What follows belongs to an exercise in optimizing a design on an open flow for small area, a short achievable clock period and few clock cycles per item; a production flow would make more cautious choices. At most, simulation tests tie the RTL to the original design; equivalence was not proved. No activity file was given, so power comes from the tool's default toggle rates.

== run H ==
Design trivium_keystream_generator_top, start of the top module:
module trivium_keystream_generator_top #(
    parameter int MAX_BITS_PER_ITEM = 64
) (
    input  logic                               i_clk,
    input  logic                               i_rst_n,
    input  logic                               i_in_valid,
    output logic                               o_in_ready,
    input  logic                               i_opcode,
    input  logic [tksg_pkg::COUNT_W-1:0]       i_bits_wanted,
    output logic                               o_out_valid,
    input  logic                               i_out_ready,
    output logic [tksg_pkg::WORD_BITS-1:0]     o_keystream_word,
    output logic [tksg_pkg::COUNT_W-1:0]       o_bit_count,
    input  logic                               i_cfg_we,
    input  logic [tksg_pkg::CFG_IDX_W-1:0]     i_cfg_index,
    input  logic [tksg_pkg::WORD_BITS-1:0]     i_cfg_data
);
Size: roughly 2900 cells after synthesis, about 0.030 mm2 of cells after synthesis.
==> module tksg_ctrl, before the edit <==
module tksg_ctrl #(
    parameter int MAX_BITS_PER_ITEM = 64
) (
    input  logic                             i_clk,
    input  logic                             i_rst_n,
    input  logic                             i_in_valid,
    output logic                             o_in_ready,
    input  logic                             i_opcode,
    input  logic [tksg_pkg::COUNT_W-1:0]     i_bits_wanted,
    output logic                             o_out_valid,
    input  logic                             i_out_ready,
    input  logic                             i_cfg_we,
    input  logic [tksg_pkg::CFG_IDX_W-1:0]   i_cfg_index,
    input  logic [tksg_pkg::ROUNDS_W-1:0]    i_cfg_warm,
    output tksg_pkg::t_cmd                   o_cmd
);
    localparam int RW = tksg_pkg::ROUNDS_W;
    localparam int CW = tksg_pkg::COUNT_W;
    localparam int OW = tksg_pkg::OFF_W;
    localparam int SW = RW - OW;
    typedef enum logic [1:0] {
        K_EMPTY = 2'd0,      
        K_PAR   = 2'd1,      
        K_SER   = 2'd2       
    } t_kind;
    logic [RW-1:0] r_warm;
    logic [SW-1:0] r_steps;          
    logic          r_steps_nz;       
    logic [OW-1:0] r_off;
    logic          r_off63;          
    logic          r_rdy;
    logic          r_fast;           
    logic          r_out_valid;
    logic          r_pend;
    t_kind         r_kind;
    logic          r_ser;            
    logic          r_phase;          
    logic [CW-1:0] r_n;
    logic [OW-1:0] r_si;             
    logic          r_take;           
    logic          r_zero;
    logic          accept;
    logic          slot_free;
    logic [CW-1:0] n_in;
    logic [CW-1:0] n_acc;
    t_kind         kind_in;
    t_kind         kind;
    logic          go;               
    logic          empty_exec;
    logic          new_par;
    logic          pend_par;
    logic          par_exec;
    logic          ser_shift;
    logic          ser_last;
    logic          ser_take;
    logic          load;
    logic          pend_next;
    logic          steps_nz_next;
    logic [OW-1:0] off_next;
    logic          rdy_next;
    assign accept    = i_in_valid && r_rdy;
    assign slot_free = !r_out_valid || i_out_ready;
    assign n_in      = i_bits_wanted[CW-1] ? CW'(MAX_BITS_PER_ITEM) : i_bits_wanted;
    assign load      = accept && (i_opcode == tksg_pkg::OP_RESTART);
    assign n_acc     = (i_opcode == tksg_pkg::OP_RESTART) ? '0 : n_in;
    always_comb begin
        if (i_opcode == tksg_pkg::OP_RESTART || n_in == '0 || r_zero)
            kind_in = K_EMPTY;
        else if (n_in[CW-1] && r_off == '0)
            kind_in = K_PAR;
        else
            kind_in = K_SER;
    end
    assign kind = r_pend ? r_kind : kind_in;
    assign go   = accept || r_pend;
    assign empty_exec = go && kind == K_EMPTY && slot_free;
    assign new_par    = i_in_valid && r_fast && i_opcode && i_bits_wanted[CW-1];
    assign pend_par   = r_pend && r_kind == K_PAR;
    assign par_exec   = (pend_par || new_par) && slot_free;
    assign ser_shift  = r_ser && r_phase && !r_out_valid;
    assign ser_last   = ser_shift && r_si == '1;
    assign ser_take   = ser_shift && r_take;
    assign pend_next  = go && !empty_exec && !par_exec && !ser_last;
    assign steps_nz_next = load ? (r_warm[RW-1:OW] != '0)
                                : (r_steps_nz && r_steps != SW'(1));
    always_comb begin
        off_next = r_off;
        if (load)
            off_next = r_warm[OW-1:0];
        else if (ser_take)
            off_next = r_off + 1'b1;
    end
    assign rdy_next = !pend_next && !steps_nz_next;
    always_comb begin
        o_cmd           = '0;
        o_cmd.load      = load;
        o_cmd.step64    = r_steps_nz || par_exec || (ser_take && r_off63);
        o_cmd.out_we    = empty_exec || par_exec || ser_shift;
        o_cmd.out_par   = par_exec;
        o_cmd.out_shift = ser_shift;
        o_cmd.ins_bit   = r_take;
        o_cmd.off       = r_off;
        o_cmd.cnt_we    = empty_exec || par_exec || ser_last;
        o_cmd.cnt       = par_exec ? CW'(MAX_BITS_PER_ITEM) : (r_pend ? r_n : n_acc);
    end
    always_ff @(posedge i_clk) begin
        if (!i_rst_n) begin
            r_warm      <= tksg_pkg::WARMUP_RESET;
            r_steps     <= '0;
            r_steps_nz  <= 1'b0;
            r_off       <= '0;
            r_off63     <= 1'b0;
            r_rdy       <= 1'b1;
            r_fast      <= 1'b0;
            r_out_valid <= 1'b0;
            r_pend      <= 1'b0;
            r_ser       <= 1'b0;
            r_phase     <= 1'b0;
            r_zero      <= 1'b1;
        end else begin
            if (i_cfg_we && i_cfg_index == tksg_pkg::CFG_WARMUP)
                r_warm <= i_cfg_warm;
            if (load)
                r_steps <= r_warm[RW-1:OW];
            else if (r_steps_nz)
                r_steps <= r_steps - 1'b1;
            r_steps_nz  <= steps_nz_next;
            r_off       <= off_next;
            r_off63     <= (off_next == '1);
            r_rdy       <= rdy_next;
            r_fast      <= rdy_next && (off_next == '0) && !(r_zero && !load);
            r_out_valid <= empty_exec || par_exec || ser_last ||
                           (r_out_valid && !i_out_ready);
            r_pend      <= pend_next;
            r_ser       <= (r_ser && !ser_last) || (accept && kind_in == K_SER);
            r_phase     <= r_ser && !r_out_valid && !r_phase;
            if (load)
                r_zero <= 1'b0;
        end
    end
    always_ff @(posedge i_clk) begin
        if (accept) begin
            r_kind <= kind_in;
            r_n    <= n_acc;
            r_si   <= '0;
            r_take <= 1'b1;
        end else if (ser_shift) begin
            r_si   <= r_si + 1'b1;
            r_take <= (CW'(r_si) + 1'b1 < r_n);
        end
    end
    assign o_in_ready  = r_rdy;
    assign o_out_valid = r_out_valid;
endmodule
==> flow/config.mk <==
export PLATFORM = sky130hd
export DESIGN_NAME = trivium_keystream_generator_top
export DESIGN_NICKNAME = trivium_keystream_generator_top
export VERILOG_FILES = /design/flow/design.v
export SDC_FILE = /design/flow/constraint.sdc
export NUM_CORES = 4
export LEC_CHECK = 0
export ABC_CLOCK_PERIOD_IN_PS = 2200
export CAP_MARGIN = 20
export CORE_MARGIN = 2
export CORE_UTILIZATION = 60
export SETUP_SLACK_MARGIN = 2.7
export SLEW_MARGIN = 20
==> flow/constraint.sdc <==
create_clock -name core_clock -period 5.0 [get_ports {i_clk}]
set_input_delay 1.0000 -clock core_clock [delete_from_list [all_inputs] [get_ports {i_clk}]]
set_output_delay 1.0000 -clock core_clock [all_outputs]
set_load 0.01 [all_outputs]
standard.sh (not shown) runs the stock make flow with config.mk's settings and CLKGATE_MAP_FILE= SYNTH_SCRIPT=/design/flow/synth_recipe.tcl, a recipe that flattens the netlist after the stock synthesis.
==> flow/flow/run.sh <==
#!/bin/bash
# standard layout with plain buffers on the ports (instead of the delay cells
# buffer_ports picks by default), sizing free to change cell footprints, and
# clock tree sinks clustered by 24 without dummy loads; the buffers abc
# adds are removed (timing is repaired after placement)
set -euo pipefail
bash standard.sh \
  "BUFFER_PORTS_ARGS=-buffer_cell sky130_fd_sc_hd__buf_4" \
  MATCH_CELL_FOOTPRINT=0 REMOVE_ABC_BUFFERS=1 \
  "CTS_ARGS=-sink_clustering_enable -repair_clock_nets -dont_use_dummy_load -sink_clustering_size 24 -sink_clustering_max_diameter 100" \
  finish > flow_standard.log 2>&1
Testbench counts of run H, summed over its fixed seeds: cycles 1,352, items 65,536.
[inputs] run R vs run H
--- a/flow/design.v
+++ b/flow/design.v
@@ -125,13 +125,14 @@
         o_cmd           = '0;
         o_cmd.load      = load;
         o_cmd.step64    = r_steps_nz || par_exec || (ser_take && r_off63);
-        o_cmd.out_we    = empty_exec || par_exec || ser_shift;
-        o_cmd.out_par   = par_exec;
+        o_cmd.out_we    = (slot_free && !r_ser) || ser_shift;
+        o_cmd.out_par   = pend_par || new_par;
         o_cmd.out_shift = ser_shift;
         o_cmd.ins_bit   = r_take;
         o_cmd.off       = r_off;
-        o_cmd.cnt_we    = empty_exec || par_exec || ser_last;
-        o_cmd.cnt       = par_exec ? CW'(MAX_BITS_PER_ITEM) : (r_pend ? r_n : n_acc);
+        o_cmd.cnt_we    = (slot_free && !r_ser) || ser_last;
+        o_cmd.cnt       = (pend_par || new_par) ? CW'(MAX_BITS_PER_ITEM) :
+                          (r_pend ? r_n : n_acc);
     end
     always_ff @(posedge i_clk) begin
         if (!i_rst_n) begin
### Flow results
- Run R: no failed stages, no open violations at the end
- Between run H and run R, the flow reports final weighted congestion in routability-driven placement decreasing slightly.
- Compared with run H, in run R core utilization of the finished layout ~0 delta; area taken by multi-input logic gates now larger; worst setup slack after layout moved up.
- Of run H and run R, the run reporting the higher cell depth of the worst flop-to-flop path was run H.
- Register share of the cell area: run R vs run H — no meaningful difference
- Run comparison: run H category of the critical setup timing path in2reg; run R category of the critical setup timing path reg2reg
- From run H to run R the numbers moved as follows: post-route cell area flat; register area share after synthesis down 0.18 points; clock period minus worst slack down 3.8 ps; count of plain and timing-repair buffers down 0.51%.
- Critical path startpoint = u_dp.r_state[39]$_DFFE_PP_: run R; critical path startpoint = i_opcode: run H
The RTL of run R was laid out without a check of its function.

---

## birch
Starting RTL as in the previous note.
==> module tksg_dp, before the edit <==
module tksg_dp (
    input  logic                                 i_clk,
    input  logic                                 i_rst_n,
    input  logic                                 i_cfg_we,
    input  logic [tksg_pkg::CFG_IDX_W-1:0]       i_cfg_index,
    input  logic [tksg_pkg::WORD_BITS-1:0]       i_cfg_data,
    input  tksg_pkg::t_cmd                       i_cmd,
    output logic [tksg_pkg::WORD_BITS-1:0]       o_keystream_word,
    output logic [tksg_pkg::COUNT_W-1:0]         o_bit_count
);
    localparam int SB = tksg_pkg::STATE_BITS;
    localparam int WB = tksg_pkg::WORD_BITS;
    localparam int U  = tksg_pkg::UNROLL;
    logic [63:0]   r_key_low;
    logic [15:0]   r_key_high;
    logic [63:0]   r_iv_low;
    logic [15:0]   r_iv_high;
    logic [3:0]    r_cz;             
    logic [SB-1:0] r_state;
    logic [SB-1:0] load_state;
    logic [SB-1:0] st64;
    logic [U-1:0]  z64;
    logic          zsel;
    logic [15:0]   r_zgrp;           
    logic [WB-1:0] r_out_word;
    logic [tksg_pkg::COUNT_W-1:0] r_out_count;
    function automatic logic [SB:0] round(input logic [SB-1:0] s);
        logic t1, t2, t3;
        logic [SB-1:0] n;
        t1 = s[65]  ^ s[92];
        t2 = s[161] ^ s[176];
        t3 = s[242] ^ s[287];
        n      = {s[SB-2:0], 1'b0};
        n[0]   = t3 ^ (s[285] & s[286]) ^ s[68];
        n[93]  = t1 ^ (s[90]  & s[91])  ^ s[170];
        n[177] = t2 ^ (s[174] & s[175]) ^ s[263];
        round = {t1 ^ t2 ^ t3, n};
    endfunction
    always_comb begin : p_round
        logic [SB:0] r;
        logic [SB-1:0] s;
        s   = r_state;
        for (int i = 0; i < U; i++) begin
            r      = round(s);
            z64[i] = r[SB];
            s      = r[SB-1:0];
        end
        st64 = s;
    end
    always_comb begin
        load_state = '0;
        load_state[63:0]    = r_key_low  & {64{!r_cz[0]}};
        load_state[79:64]   = r_key_high & {16{!r_cz[1]}};
        load_state[156:93]  = r_iv_low   & {64{!r_cz[2]}};
        load_state[172:157] = r_iv_high  & {16{!r_cz[3]}};
        load_state[287:285] = 3'b111;
    end
    always_ff @(posedge i_clk) begin
        if (!i_rst_n) begin
            r_cz <= '1;
        end else if (i_cfg_we) begin
            unique case (i_cfg_index)
                tksg_pkg::CFG_KEY_LOW:  r_cz[0] <= 1'b0;
                tksg_pkg::CFG_KEY_HIGH: r_cz[1] <= 1'b0;
                tksg_pkg::CFG_IV_LOW:   r_cz[2] <= 1'b0;
                tksg_pkg::CFG_IV_HIGH:  r_cz[3] <= 1'b0;
                default: ;
            endcase
        end
    end
    always_ff @(posedge i_clk) begin
        if (i_rst_n && i_cfg_we) begin
            unique case (i_cfg_index)
                tksg_pkg::CFG_KEY_LOW:  r_key_low  <= i_cfg_data;
                tksg_pkg::CFG_KEY_HIGH: r_key_high <= i_cfg_data[15:0];
                tksg_pkg::CFG_IV_LOW:   r_iv_low   <= i_cfg_data;
                tksg_pkg::CFG_IV_HIGH:  r_iv_high  <= i_cfg_data[15:0];
                default: ;
            endcase
        end
    end
    always_ff @(posedge i_clk) begin
        if (i_cmd.load) begin
            r_state <= load_state;
        end else if (i_cmd.step64) begin
            r_state <= st64;
        end
    end
    always_ff @(posedge i_clk) begin
        for (int g = 0; g < 16; g++)
            r_zgrp[g] <= z64[4*g + int'(i_cmd.off[1:0])];
    end
    assign zsel = r_zgrp[i_cmd.off[5:2]];
    always_ff @(posedge i_clk) begin
        if (i_cmd.out_we) begin
            if (i_cmd.out_par)
                r_out_word <= z64;
            else if (i_cmd.out_shift)
                r_out_word <= {zsel && i_cmd.ins_bit, r_out_word[WB-1:1]};
            else
                r_out_word <= '0;
        end
        if (i_cmd.cnt_we)
            r_out_count <= i_cmd.cnt;
    end
    assign o_keystream_word = r_out_word;
    assign o_bit_count      = r_out_count;
endmodule
Settings: LEC_CHECK=0, ABC_CLOCK_PERIOD_IN_PS=2200, CAP_MARGIN=20, CORE_MARGIN=2, CORE_UTILIZATION=60, SETUP_SLACK_MARGIN=2.7, SLEW_MARGIN=20; clock period 5.0 ns.
==> flow/flow/run.sh <==
#!/bin/bash
# standard layout with plain buffers on the ports (instead of the delay cells
# buffer_ports picks by default), sizing free to change cell footprints, and
# clock tree sinks clustered by 20 without dummy loads
set -euo pipefail
bash standard.sh \
  "BUFFER_PORTS_ARGS=-buffer_cell sky130_fd_sc_hd__buf_4" \
  MATCH_CELL_FOOTPRINT=0 \
  "CTS_ARGS=-sink_clustering_enable -repair_clock_nets -dont_use_dummy_load -sink_clustering_size 20 -sink_clustering_max_diameter 100" \
  finish > flow_standard.log 2>&1
Testbench counts of birch, summed over its fixed seeds: cycles 1,352, items 65,536.
Input-level comparison between maple and birch:
-- flow/design.v --
<<< birch, line 24
        logic               out_shift;   
        logic               ins_bit;     
        logic [OFF_W-1:0]   off;         
        logic               cnt_we;      
>>> maple, line 24
        logic               out_shift;   
        logic               ins_bit;     
        logic               zero;        
        logic [OFF_W-1:0]   off;         
        logic               cnt_we;      
<<< birch, line 73
    logic          slot_free;
    logic [CW-1:0] n_in;
    logic [CW-1:0] n_acc;
    t_kind         kind_in;
    t_kind         kind;
>>> maple, line 74
    logic          slot_free;
    logic [CW-1:0] n_in;
    t_kind         kind_in;
    t_kind         kind;
<<< birch, line 93
    assign n_in      = i_bits_wanted[CW-1] ? CW'(MAX_BITS_PER_ITEM) : i_bits_wanted;
    assign load      = accept && (i_opcode == tksg_pkg::OP_RESTART);
    assign n_acc     = (i_opcode == tksg_pkg::OP_RESTART) ? '0 : n_in;
    always_comb begin
        if (i_opcode == tksg_pkg::OP_RESTART || n_in == '0 || r_zero)
            kind_in = K_EMPTY;
        else if (n_in[CW-1] && r_off == '0)
>>> maple, line 93
    assign n_in      = i_bits_wanted[CW-1] ? CW'(MAX_BITS_PER_ITEM) : i_bits_wanted;
    assign load      = accept && (i_opcode == tksg_pkg::OP_RESTART);
    always_comb begin
        if (i_opcode == tksg_pkg::OP_RESTART || n_in == '0)
            kind_in = K_EMPTY;
        else if (n_in[CW-1] && r_off == '0)
<<< birch, line 129
        o_cmd.out_par   = par_exec;
        o_cmd.out_shift = ser_shift;
        o_cmd.ins_bit   = r_take;
        o_cmd.off       = r_off;
        o_cmd.cnt_we    = empty_exec || par_exec || ser_last;
        o_cmd.cnt       = par_exec ? CW'(MAX_BITS_PER_ITEM) : (r_pend ? r_n : n_acc);
    end
    always_ff @(posedge i_clk) begin
>>> maple, line 128
        o_cmd.out_par   = par_exec;
        o_cmd.out_shift = ser_shift;
        o_cmd.ins_bit   = r_take && !r_zero;
        o_cmd.zero      = r_zero;
        o_cmd.off       = r_off;
        o_cmd.cnt_we    = empty_exec || par_exec || ser_last;
        o_cmd.cnt       = par_exec ? CW'(MAX_BITS_PER_ITEM) : ser_last ? r_n : '0;
    end
    always_ff @(posedge i_clk) begin
<<< birch, line 142
            r_off63     <= 1'b0;
            r_rdy       <= 1'b1;
            r_fast      <= 1'b0;
            r_out_valid <= 1'b0;
            r_pend      <= 1'b0;
>>> maple, line 142
            r_off63     <= 1'b0;
            r_rdy       <= 1'b1;
            r_fast      <= 1'b1;
            r_out_valid <= 1'b0;
            r_pend      <= 1'b0;
<<< birch, line 159
            r_off63     <= (off_next == '1);
            r_rdy       <= rdy_next;
            r_fast      <= rdy_next && (off_next == '0) && !(r_zero && !load);
            r_out_valid <= empty_exec || par_exec || ser_last ||
                           (r_out_valid && !i_out_ready);
>>> maple, line 159
            r_off63     <= (off_next == '1);
            r_rdy       <= rdy_next;
            r_fast      <= rdy_next && (off_next == '0);
            r_out_valid <= empty_exec || par_exec || ser_last ||
                           (r_out_valid && !i_out_ready);
<<< birch, line 172
        if (accept) begin
            r_kind <= kind_in;
            r_n    <= n_acc;
            r_si   <= '0;
            r_take <= 1'b1;
>>> maple, line 172
        if (accept) begin
            r_kind <= kind_in;
            r_n    <= n_in;
            r_si   <= '0;
            r_take <= 1'b1;
<<< birch, line 206
    logic [U-1:0]  z64;
    logic          zsel;
    logic [15:0]   r_zgrp;           
    logic [WB-1:0] r_out_word;
    logic [tksg_pkg::COUNT_W-1:0] r_out_count;
>>> maple, line 206
    logic [U-1:0]  z64;
    logic          zsel;
    logic [7:0]    r_zgrp;           
    logic [WB-1:0] r_out_word;
    logic [tksg_pkg::COUNT_W-1:0] r_out_count;
<<< birch, line 272
    end
    always_ff @(posedge i_clk) begin
        for (int g = 0; g < 16; g++)
            r_zgrp[g] <= z64[4*g + int'(i_cmd.off[1:0])];
    end
    assign zsel = r_zgrp[i_cmd.off[5:2]];
    always_ff @(posedge i_clk) begin
        if (i_cmd.out_we) begin
            if (i_cmd.out_par)
                r_out_word <= z64;
            else if (i_cmd.out_shift)
                r_out_word <= {zsel && i_cmd.ins_bit, r_out_word[WB-1:1]};
>>> maple, line 272
    end
    always_ff @(posedge i_clk) begin
        for (int g = 0; g < 8; g++)
            r_zgrp[g] <= z64[8*g + int'(i_cmd.off[2:0])];
    end
    assign zsel = r_zgrp[i_cmd.off[5:3]];
    always_ff @(posedge i_clk) begin
        if (i_cmd.out_we) begin
            if (i_cmd.out_par)
                r_out_word <= z64 & {WB{!i_cmd.zero}};
            else if (i_cmd.out_shift)
                r_out_word <= {zsel && i_cmd.ins_bit, r_out_word[WB-1:1]};
==> results.txt <==
Looking at the reports, maple completed the entire flow and the layout it produced met the timing, design-rule and antenna checks. First-iteration detailed-routing DRC count for maple: 0.68% down relative to birch. maple vs. birch: layout-stage area growth over the synthesis result went up by 1.6 points. The insertion delay to the later sink of the worst-skew pair of maple exceeds that of birch by 20 ps. Re final number of setup-violating endpoints: no difference whatsoever between maple and birch. The via count reported for maple is lower than the one for birch. The run showing the greater logic depth of the worst register-to-register path is birch. maple vs birch: clock power up in maple. Against birch, fmax in maple came out better. Against birch, reported leakage power in maple came out worse. The global-route total usage across every layer of maple exceeds that of birch by 0.84 points. NOTE: mean area per synthesized cell in maple exceeds that of birch. ~same placed instance area in birch and maple. Clock network area share: maple vs birch, no meaningful difference.
Testbench counts of maple, summed over its fixed seeds: cycles 1,352, items 65,536.

[what the ideal ports hide]
How much do the figures lean on ideal ports? The routed layouts below were timed once more, with nothing changed but the port constraints. Step 1 assumes that a clkbuf_16 drives the clock port and a buf_2 every other input. Step 2, shift: input delay + t, output delay - t, t = (earliest + latest rising clock arrival at the registers) / 2. This alone moves slack from input paths to output paths. Slacks: ideal / step 1 / step 2; pairs: ideal / step 1.
run | t (ns) | setup WS [ns] | worst hold slack (ns) | worst setup path after step 2 | pins driven straight from the clock port
run H | 0.663 | 2.634 / 2.653 / 2.007 | 0.466 / 0.466 / 0.466 | input to register | 1
run R | 0.674 | 2.638 / 2.637 / 2.125 | 0.469 / 0.469 / 0.469 | input to register | 1
birch | 0.633 | 2.617 / 2.617 / 2.078 | 0.463 / 0.463 / 0.463 | input to register | 1
maple | 0.640 | 2.625 / 2.625 / 2.097 | 0.471 / 0.471 / 0.471 | input to register | 1
After both steps every run listed still meets setup and hold. The setup slack of run H, which loses most, moves by +0.019 ns with the drivers and by -0.627 ns with both steps.
